What follows belongs to an exercise in optimizing a design on an open flow for small area and few clock cycles; a production flow would make more cautious choices.
Function was checked by simulation only, so behaviour that the tests miss may differ from the original.
Power figures rest on the tool's default switching activity, not on a simulated workload.

exp/fjord:
==> flow/design.v <==
package ti_pkg;
    localparam int FLIT_W = 32;
    typedef logic [FLIT_W-1:0] flit_t;       
    localparam int HEADER_SIZE = 13;
    typedef logic [3:0] hdr_idx_t;           
    typedef logic [7:0] task_idx_t;
    typedef logic [7:0] app_id_t;
    localparam flit_t MESSAGE_DELIVERY = 32'h0000_0001;
    localparam flit_t TASK_ALLOCATION  = 32'h0000_0040;
    localparam flit_t APP_ALLOCATION_REQUEST = 32'h0000_0240;
    localparam flit_t APP_MAPPING_COMPLETE   = 32'h0000_0241;
    localparam int SIZE_WORDS = 4;
endpackage
module noc_receiver (
    input  logic            clk_i,
    input  logic            rst_ni,
    input  logic            noc_rx_i,
    input  ti_pkg::flit_t   noc_data_i,
    input  logic            tgt_take_i,    
    input  logic            tgt_last_i,    
    output logic            noc_credit_o,
    output logic            tgt_valid_o,   
    output ti_pkg::app_id_t app_id_o
);
    logic [3:0]      hc_q;       
    ti_pkg::flit_t   rem_q;      
    logic            svc_q;      
    logic            alc_q;      
    ti_pkg::app_id_t app_q;
    logic xfer, at_tgt, pkt_end;
    ti_pkg::flit_t rem_dec;
    always_comb begin
        logic nz;
        nz = 1'b0;
        for (int i = 0; i < ti_pkg::FLIT_W; i++) begin
            rem_dec[i] = rem_q[i] ^ (xfer && !nz);
            nz         = nz | rem_q[i];
        end
    end
    assign at_tgt       = alc_q && hc_q == 4'd15;
    assign noc_credit_o = at_tgt ? tgt_take_i : 1'b1;
    assign tgt_valid_o  = at_tgt && noc_rx_i;
    assign xfer         = noc_rx_i && noc_credit_o;
    assign pkt_end      = hc_q >= 4'd2 && rem_q == 32'd1;
    always_ff @(posedge clk_i or negedge rst_ni) begin
        if (!rst_ni) begin
            hc_q  <= '0;
            alc_q <= 1'b0;
        end else if (xfer) begin
            if (pkt_end)
                hc_q <= '0;
            else if (hc_q != 4'd15)
                hc_q <= hc_q + 4'd1;
            if (pkt_end || (at_tgt && tgt_last_i))
                alc_q <= 1'b0;
            else if (hc_q == 4'd13 && svc_q && noc_data_i == ti_pkg::APP_ALLOCATION_REQUEST)
                alc_q <= 1'b1;
        end
    end
    always_ff @(posedge clk_i) begin
        rem_q <= (xfer && hc_q == 4'd1) ? noc_data_i : rem_dec;
        if (xfer) begin
            if (hc_q == 4'd2)
                svc_q <= noc_data_i == ti_pkg::MESSAGE_DELIVERY;
            if (hc_q == 4'd14 && alc_q)
                app_q <= noc_data_i[7:0];
        end
    end
    assign app_id_o = app_q;
endmodule
module task_injector #(
    parameter ti_pkg::flit_t MAPPER_ADDRESS = 32'h0000_0000,
    parameter int            MAX_PAYLOAD    = 32
) (
    input  logic          clk_i,
    input  logic          rst_ni,
    input  logic          src_rx_i,
    input  ti_pkg::flit_t src_data_i,
    output logic          src_credit_o,
    output logic          noc_tx_o,
    output ti_pkg::flit_t noc_data_o,
    input  logic          noc_credit_i,
    input  logic          noc_rx_i,
    input  ti_pkg::flit_t noc_data_i,
    output logic          noc_credit_o
);
    localparam int          W     = ti_pkg::FLIT_W;
    localparam ti_pkg::flit_t K44 = ti_pkg::flit_t'(4 * (ti_pkg::HEADER_SIZE - 2));
    localparam logic [3:0] CODE = 4'd13;
    localparam logic [3:0] IDLE = 4'd15;
    localparam logic [1:0] PH_NONE = 2'd0;    
    localparam logic [1:0] PH_TEXT = 2'd1;    
    localparam logic [1:0] PH_SUM  = 2'd2;    
    localparam logic [1:0] PH_REST = 2'd3;    
    logic [3:0]      st_q;
    logic [1:0]      ph_q;
    ti_pkg::flit_t   acc_q;
    logic [4:0]      task_q, ntask_q;
    ti_pkg::app_id_t app_id;
    logic            tgt_valid, tgt_take, last_task, src_xfer, tx_xfer, code_end;
    logic            in_h01, ld_text, add_data, wrap;
    ti_pkg::flit_t   aop, dop, sum;
    assign in_h01    = st_q == 4'd0 || st_q == 4'd1;
    assign ld_text   = in_h01 && ph_q == PH_NONE;
    assign add_data  = in_h01 && ph_q == PH_TEXT && src_rx_i;
    assign last_task = task_q + 5'd1 == ntask_q;
    assign tgt_take  = st_q == 4'd0 && noc_credit_i;
    assign src_xfer  = src_rx_i && src_credit_o;
    assign tx_xfer   = noc_tx_o && noc_credit_i;
    assign code_end  = (st_q == 4'd12 && acc_q[W-1:2] == '0)
                       || (st_q == CODE && acc_q[W-1:2] == 30'd1);
    logic add_src, sub_src, sub_43, set_44, in_code, cin;
    assign set_44  = ld_text;
    assign add_src = ld_text || add_data || (st_q == 4'd10 && src_rx_i && noc_credit_i);
    assign sub_src = !in_h01 && ph_q == PH_SUM;
    assign sub_43  = ph_q == PH_REST;
    assign in_code = st_q == CODE;
    assign cin     = in_code && !(src_rx_i && noc_credit_i);
    assign aop = set_44 ? K44 : {acc_q[W-1:2], acc_q[1:0] | {2{in_code}}};
    assign dop = ({W{add_src}} & src_data_i) | ({W{sub_src}} & ~src_data_i)
               | (sub_43 ? -(K44 - 32'd1) : '0) | (in_code ? -32'd4 : '0);
    always_comb begin
        ti_pkg::flit_t g, p;
        g = aop & dop;
        p = aop ^ dop;
        g[0] = g[0] | (p[0] & cin);
        for (int l = 0; l < 5; l++)
            for (int i = 0; i < W; i++)
                if ((i >> l) & 1) begin
                    g[i] = g[i] | (p[i] & g[((i >> l) << l) - 1]);
                    p[i] = p[i] & p[((i >> l) << l) - 1];
                end
        sum = (aop ^ dop) ^ {g[W-2:0], cin};
    end
    assign wrap = !(|acc_q[W-1:6]) && (!acc_q[5] || (!acc_q[4] && !(acc_q[3] && acc_q[2])));
    noc_receiver u_receiver (
        .clk_i, .rst_ni, .noc_rx_i, .noc_data_i,
        .tgt_take_i  (tgt_take),
        .tgt_last_i  (last_task),
        .noc_credit_o,
        .tgt_valid_o (tgt_valid),
        .app_id_o    (app_id)
    );
    logic s_noc, s_len, s_acc, s_src;
    assign s_noc = st_q == 4'd0;
    assign s_len = st_q == 4'd1;
    assign s_acc = st_q == 4'd10;
    assign s_src = st_q == 4'd9 || st_q >= 4'd11;
    assign noc_data_o = ({W{s_noc}} & noc_data_i)
                      | ({W{s_len}} & {1'b0, wrap, acc_q[W-1:2]})
                      | ({W{s_acc}} & acc_q)
                      | ({W{s_src}} & src_data_i)
                      | ((st_q == 4'd2) ? ti_pkg::TASK_ALLOCATION : '0)
                      | ((st_q == 4'd3) ? {16'h0000, app_id, 3'b000, task_q} : '0)
                      | ((st_q == 4'd4) ? MAPPER_ADDRESS : '0);
    always_comb begin
        noc_tx_o     = 1'b0;
        src_credit_o = 1'b0;
        case (st_q)
            4'd0: begin
                noc_tx_o     = tgt_valid;
                src_credit_o = ph_q == PH_NONE;
            end
            4'd1: begin
                noc_tx_o     = ph_q == PH_SUM;
                src_credit_o = ph_q == PH_NONE;
            end
            4'd2, 4'd3, 4'd4, 4'd5, 4'd6, 4'd7, 4'd8: noc_tx_o = 1'b1;
            4'd9: noc_tx_o = src_rx_i;
            4'd10, 4'd11, 4'd12, CODE: begin
                noc_tx_o     = src_rx_i;
                src_credit_o = noc_credit_i;
            end
            default: src_credit_o = 1'b1;     
        endcase
    end
    always_ff @(posedge clk_i or negedge rst_ni) begin
        if (!rst_ni) begin
            st_q <= IDLE;
        end else if (st_q == IDLE) begin
            if (src_rx_i)
                st_q <= 4'd0;
        end else if (tx_xfer) begin
            if (code_end)
                st_q <= last_task ? IDLE : 4'd0;
            else if (st_q != CODE)
                st_q <= st_q + 4'd1;
        end
    end
    always_ff @(posedge clk_i) begin
        if (st_q == IDLE) begin
            ntask_q <= src_data_i[4:0];
            task_q  <= '0;
            ph_q    <= PH_NONE;
        end else if (tx_xfer && code_end) begin
            task_q  <= task_q + 5'd1;
            ph_q    <= PH_NONE;
        end else if (src_xfer && ld_text) begin
            ph_q    <= PH_TEXT;
        end else if (add_data) begin
            ph_q    <= PH_SUM;
        end else if (sub_src) begin
            ph_q    <= PH_REST;
        end else if (sub_43) begin
            ph_q    <= PH_NONE;
        end
        acc_q <= sum;
    end
endmodule
==> flow/config.mk <==
export PLATFORM = sky130hd
export DESIGN_NAME = task_injector
export DESIGN_NICKNAME = task_injector
export VERILOG_FILES = /design/flow/design.v
export SDC_FILE = /design/flow/constraint.sdc
export NUM_CORES = 4
export LEC_CHECK = 0
export CAP_MARGIN = 20
export CORE_MARGIN = 2
export CORE_UTILIZATION = 40
export CTS_BUF_LIST = sky130_fd_sc_hd__clkbuf_8
export SLEW_MARGIN = 20
export BUFFER_PORTS_ARGS = -buffer_cell sky130_fd_sc_hd__buf_1
export CTS_ARGS = -sink_clustering_enable -repair_clock_nets -buf_list sky130_fd_sc_hd__clkbuf_8 -dont_use_dummy_load
==> flow/constraint.sdc <==
create_clock -name core_clock -period 6.5 [get_ports {clk_i}]
set_input_delay 1.3000 -clock core_clock [delete_from_list [all_inputs] [get_ports {clk_i}]]
set_output_delay 1.3000 -clock core_clock [all_outputs]
set_load 0.01 [all_outputs]
standard.sh (not shown) runs the stock make flow with config.mk's settings and CLKGATE_MAP_FILE= SYNTH_SCRIPT=/design/flow/synth_recipe.tcl, a recipe that flattens the netlist after the stock synthesis.
==> flow/flow/run.sh <==
#!/bin/bash
# The standard layout (standard.sh) with these changes:
#  - synthesis maps the logic with the ABC script in flow/abc_map.script (delay-oriented
#    mapping with area recovery, without the standard script's buffering and sizing).
#    The flip-flops are mapped before ABC runs, as in the standard synthesis, so the
#    registers, their names and their cells are the standard synthesis's;
#  - the port buffers that global placement puts on every input and output are buf_1;
#  - clock tree synthesis uses clkbuf_8 and inserts no dummy loads.
# Each step's full log is in orfs/logs/; synth.log and standard.log hold make's output.
set -euo pipefail
work=$PWD
mkdir -p scripts
for f in "$FLOW_HOME"/scripts/*; do
    ln -s "$f" scripts/
done
rm scripts/abc_speed.script
cp flow/abc_map.script scripts/abc_speed.script
echo "export BUFFER_PORTS_ARGS = -buffer_cell sky130_fd_sc_hd__buf_1" >> config.mk
echo "export CTS_ARGS = -sink_clustering_enable -repair_clock_nets -buf_list sky130_fd_sc_hd__clkbuf_8 -dont_use_dummy_load" >> config.mk
bash standard.sh SCRIPTS_DIR="$work/scripts" synth > synth.log 2>&1
bash standard.sh > standard.log 2>&1
==> flow/flow/abc_map.script <==
strash
dc2
&get -n
&dch -f
&nf
&put
Testbench counts of exp/fjord, summed over its fixed seeds: cycles 39,247.
Here is what was changed in the inputs of exp/cedar compared with exp/fjord.
Settings: an added MATCH_CELL_FOOTPRINT of 0; an added RECOVER_POWER of 100; a deleted CTS_ARGS that had been -sink_clustering_enable -repair_clock_nets -buf_list sky130_fd_sc_hd__clkbuf_8 -dont_use_dummy_load.
==> flow/flow/run.sh <==
#!/bin/bash
# The standard layout (standard.sh) with two changes:
#  - synthesis maps the logic with the area-oriented ABC script in flow/abc_map.script
#    (the flip-flops are mapped before ABC runs, as in the standard synthesis);
#  - the port buffers that global placement puts on every input and output are buf_1.
set -euo pipefail
work=$PWD
mkdir -p scripts
for f in "$FLOW_HOME"/scripts/*; do
    ln -s "$f" scripts/
done
rm scripts/abc_speed.script
cp flow/abc_map.script scripts/abc_speed.script
echo "export BUFFER_PORTS_ARGS = -buffer_cell sky130_fd_sc_hd__buf_1" >> config.mk
echo "export RECOVER_POWER = 100" >> config.mk
echo "export MATCH_CELL_FOOTPRINT = 0" >> config.mk
bash standard.sh SCRIPTS_DIR="$work/scripts" synth > synth.log 2>&1
bash standard.sh > standard.log 2>&1
Final checks on exp/cedar, whose flow otherwise completed, came back failing, citing max-capacitance violations, max-slew violations. exp/fjord: no failed stages, no open violations at the end. Delta (exp/cedar minus exp/fjord): total of plain and repair buffers excluding clock buffers grew by 1, core utilization grew by 0.33 points, wire length of the first global-routing pass held steady, power share of the clock group grew by 1.9 points. Maximum frequency delta (exp/cedar -> exp/fjord): insignificant. Total met2 wirelength after detailed routing essentially unchanged between exp/cedar and exp/fjord.
Input-level comparison between exp/xenon and exp/cedar:
Settings: clearing MATCH_CELL_FOOTPRINT, which used to be 0; clearing RECOVER_POWER, which used to be 100.
-- flow/flow/run.sh --
<<< exp/cedar, line 14
echo "export BUFFER_PORTS_ARGS = -buffer_cell sky130_fd_sc_hd__buf_1" >> config.mk
echo "export RECOVER_POWER = 100" >> config.mk
echo "export MATCH_CELL_FOOTPRINT = 0" >> config.mk
bash standard.sh SCRIPTS_DIR="$work/scripts" synth > synth.log 2>&1
>>> exp/xenon, line 14
echo "export BUFFER_PORTS_ARGS = -buffer_cell sky130_fd_sc_hd__buf_1" >> config.mk
bash standard.sh SCRIPTS_DIR="$work/scripts" synth > synth.log 2>&1
==> flow/flow/abc_map.script <==
strash
dc2
&get -n
&dch -f
&nf
&put
topo
stime -c
buffer -c
upsize -c
dnsize -c
## What came out
Measured against each other, exp/cedar and exp/xenon differ in cell-internal power, the higher figure coming from exp/xenon. Clock transition at the registers of the reported paths: exp/xenon vs exp/cedar — no meaningful difference. exp/xenon vs exp/cedar: relative contribution of combinational cells to total power down. Higher die height goes to exp/xenon over exp/cedar. exp/xenon: done, clean on timing, DRC and antenna. On power share of the clock group: between exp/cedar and exp/xenon, it ends up lower for exp/cedar. [compare] base=exp/cedar new=exp/xenon: global-route usage now smaller; synthesized area per cell dropped about 1.8%. exp/cedar tops out at a lower clock frequency than exp/xenon. Routed wire in exp/xenon totals less than in exp/cedar. Portion of the clock cycle consumed by the worst path in the final layout in exp/xenon is 1.4 points below exp/cedar.

what the ideal ports hide:
No port has a modelled driver above. Below, the same layouts with a new extraction and two added sets of constraints.
Step 1 (the two cells are an assumption about what drives the block):
set clk [get_ports {clk_i}]
set_driving_cell -lib_cell sky130_fd_sc_hd__clkbuf_16 $clk
set_driving_cell -lib_cell sky130_fd_sc_hd__buf_2 [delete_from_list [all_inputs] $clk]
Step 2 moves the port delays by t, midway between the first and last clock arrival at a register: inputs arrive t later, outputs are due t later. That takes back most of the time a late clock gives input paths.
Three values: ideal, step 1, step 2; two values: the first two.
run | t (ns) | setup WS [ns] | clock arrival spread, ns | worst register clock-pin slew, ns
exp/fjord | 0.411 | 0.318 / 0.318 / 0.126 | 0.026 / 0.025 | 0.10 / 0.10
exp/cedar | 0.420 | 0.322 / 0.322 / 0.134 | 0.014 / 0.014 | 0.10 / 0.10
exp/xenon | 0.419 | 0.413 / 0.413 / 0.164 | 0.020 / 0.020 | 0.11 / 0.11
The setup slack of exp/xenon, which loses most, moves by 0.000 ns with the drivers and by -0.249 ns with both steps.
